This design comes from an exercise in tuning for small area on the open sky130 flow, not from production work.
Only simulation tests tie the RTL to the original design; equivalence was not proved.

==> flow/design.v (excerpt) <==
module aesTop (
	input logic clock,
	input logic reset,
	input logic start,
	input aesTypesPkg::aesBlock plainText,
	input aesTypesPkg::aesBlock key,
	output aesTypesPkg::aesBlock cipherText,
	output logic done
);
Size in the first run: ~1100 cells after synthesis.
==> flow/config.mk <==
export PLATFORM = sky130hd
export DESIGN_NAME = aesTop
export DESIGN_NICKNAME = aesTop
export VERILOG_FILES = /design/flow/design.v
export SDC_FILE = /design/flow/constraint.sdc
export NUM_CORES = 4
export LEC_CHECK = 0
export CAP_MARGIN = 5
export CORE_MARGIN = 2
export CORE_UTILIZATION = 50
export SLEW_MARGIN = 5
export SYNTH_HIERARCHICAL = 1
export SYNTH_MINIMUM_KEEP_SIZE = 0
==> flow/constraint.sdc <==
create_clock -name core_clock -period 25.0 [get_ports {clock}]
set_input_delay 5.0000 -clock core_clock [delete_from_list [all_inputs] [get_ports {clock}]]
set_output_delay 5.0000 -clock core_clock [all_outputs]
set_load 0.01 [all_outputs]
standard.sh (not shown) runs the stock make flow with config.mk's settings and CLKGATE_MAP_FILE= SYNTH_SCRIPT=/design/flow/synth_recipe.tcl, a recipe that flattens the netlist after the stock synthesis.
==> flow/flow/run.sh <==
#!/bin/bash
# The standard layout, with each port buffered by the smallest buffer cell and
# a clock tree of small buffers without dummy loads.
set -euo pipefail
export BUFFER_PORTS_ARGS="-buffer_cell sky130_fd_sc_hd__buf_1"
export CTS_ARGS="-sink_clustering_enable -repair_clock_nets -buf_list {sky130_fd_sc_hd__clkbuf_4 sky130_fd_sc_hd__clkbuf_8} -root_buf sky130_fd_sc_hd__clkbuf_8 -sink_clustering_size 18 -sink_clustering_max_diameter 100 -dont_use_dummy_load"
bash standard.sh > std_flow.log 2>&1
The starting point completed with no timing, DRC or antenna violations.
Then changed:
==> flow/flow/run.sh (replaced) <==
#!/bin/bash
# The standard layout, with each port buffered by the smallest buffer cell and
# a clock tree of small buffers without dummy loads.
set -euo pipefail
export BUFFER_PORTS_ARGS="-buffer_cell sky130_fd_sc_hd__buf_1"
export CTS_ARGS="-sink_clustering_enable -repair_clock_nets -buf_list {sky130_fd_sc_hd__clkbuf_4 sky130_fd_sc_hd__clkbuf_8} -root_buf sky130_fd_sc_hd__clkbuf_8 -sink_clustering_size 17 -sink_clustering_max_diameter 60 -dont_use_dummy_load"
bash standard.sh > std_flow.log 2>&1
=>
- setup slack gets better by 0.019 ns
- die area does not change
- synthesized area stays the same
- final cell count stays flat
- routed wire length stays flat
- design area went up by 0.40%
Then changed:
==> flow/flow/run.sh (replaced) <==
#!/bin/bash
# The standard layout, with each port buffered by the smallest buffer cell and
# a clock tree of small buffers without dummy loads.
set -euo pipefail
export BUFFER_PORTS_ARGS="-buffer_cell sky130_fd_sc_hd__buf_1"
export CTS_ARGS="-sink_clustering_enable -repair_clock_nets -buf_list {sky130_fd_sc_hd__clkbuf_4 sky130_fd_sc_hd__clkbuf_8} -root_buf sky130_fd_sc_hd__clkbuf_8 -sink_clustering_size 18 -sink_clustering_max_diameter 100 -dont_use_dummy_load"
bash standard.sh > std_flow.log 2>&1
--- a/flow/config.mk
+++ b/flow/config.mk
@@ -7,6 +7,6 @@
 export LEC_CHECK = 0
-export CAP_MARGIN = 5
+export CAP_MARGIN = 0
 export CORE_MARGIN = 2
 export CORE_UTILIZATION = 50
-export SLEW_MARGIN = 5
+export SLEW_MARGIN = 0
 export SYNTH_HIERARCHICAL = 1
Global-route usage stays flat.
Sequential share of layout area went up by 0.16 points.
Cell area went down slightly.
Routed wire length stays flat.
Worst setup slack degrades by 0.019 ns.
Clock-buffer cell count went down by 4.
Via count went down slightly.

========
aesTop, a different RTL version from the one above (not shown whole).
Size: ~1100 cells after synthesis.
clock: 25.0 ns
lec_check: 0
cap_margin: 20
core_margin: 2
core_utilization: 50
slew_margin: 20
synth_hierarchical: 1
synth_minimum_keep_size: 0
==> flow/flow/run.sh <==
#!/bin/bash
# The standard layout, with each port buffered by the smallest buffer cell and
# a clock tree of small buffers without dummy loads.
set -euo pipefail
export BUFFER_PORTS_ARGS="-buffer_cell sky130_fd_sc_hd__buf_1"
export CTS_ARGS="-sink_clustering_enable -repair_clock_nets -buf_list {sky130_fd_sc_hd__clkbuf_4 sky130_fd_sc_hd__clkbuf_8} -root_buf sky130_fd_sc_hd__clkbuf_8 -sink_clustering_size 14 -sink_clustering_max_diameter 60 -dont_use_dummy_load"
bash standard.sh > std_flow.log 2>&1
Edit:
==> flow/flow/run.sh (replaced) <==
#!/bin/bash
# The standard layout, with each port buffered by the smallest buffer cell and
# a clock tree of small buffers without dummy loads.
set -euo pipefail
export BUFFER_PORTS_ARGS="-buffer_cell sky130_fd_sc_hd__buf_1"
export CTS_ARGS="-sink_clustering_enable -repair_clock_nets -buf_list {sky130_fd_sc_hd__clkbuf_4 sky130_fd_sc_hd__clkbuf_8} -root_buf sky130_fd_sc_hd__clkbuf_8 -sink_clustering_size 17 -sink_clustering_max_diameter 60 -dont_use_dummy_load"
bash standard.sh > std_flow.log 2>&1
--- a/flow/config.mk
+++ b/flow/config.mk
@@ -7,6 +7,6 @@
 export LEC_CHECK = 0
-export CAP_MARGIN = 20
+export CAP_MARGIN = 5
 export CORE_MARGIN = 2
 export CORE_UTILIZATION = 50
-export SLEW_MARGIN = 20
+export SLEW_MARGIN = 5
 export SYNTH_HIERARCHICAL = 1
Result: Routed wire length barely changes; final area falls slightly; fmax falls slightly; area after synthesis is unchanged.

[re-timing with driven ports]
Ports are ideal in the flow. The routed layouts listed here were re-timed in OpenROAD. Step 1 assumes that a clkbuf_16 drives the clock port and a buf_2 every other input. Step 2 adds t to the input delays and takes it off the output delays; t is the mean of the earliest and latest rising clock arrival at the registers after step 1. Input paths then give back, and output paths get back, about the clock's delay inside the block. Slacks: no drivers / after step 1 / after step 2; pairs: no drivers / after step 1.
run | t, ns | setup WS [ns] | worst setup path at the end | cell pins on the clock port's net
the first run of note 1 | 0.573 | 17.539 / 17.539 / 17.437 | input to register | 1
the second run of note 1 | 0.559 | 17.558 / 17.558 / 17.419 | input to register | 1
the third run of note 1 | 0.573 | 17.539 / 17.539 / 17.437 | input to register | 1
the first run of note 2 | 0.583 | 17.121 / 17.121 / 16.773 | input to register | 1
the second run of note 2 | 0.577 | 17.076 / 17.089 / 16.512 | input to register | 1
After both steps setup and hold are still met in every run listed. The setup slack of the second run of note 2, which loses most, moves by +0.013 ns with the drivers and by -0.564 ns with both steps.
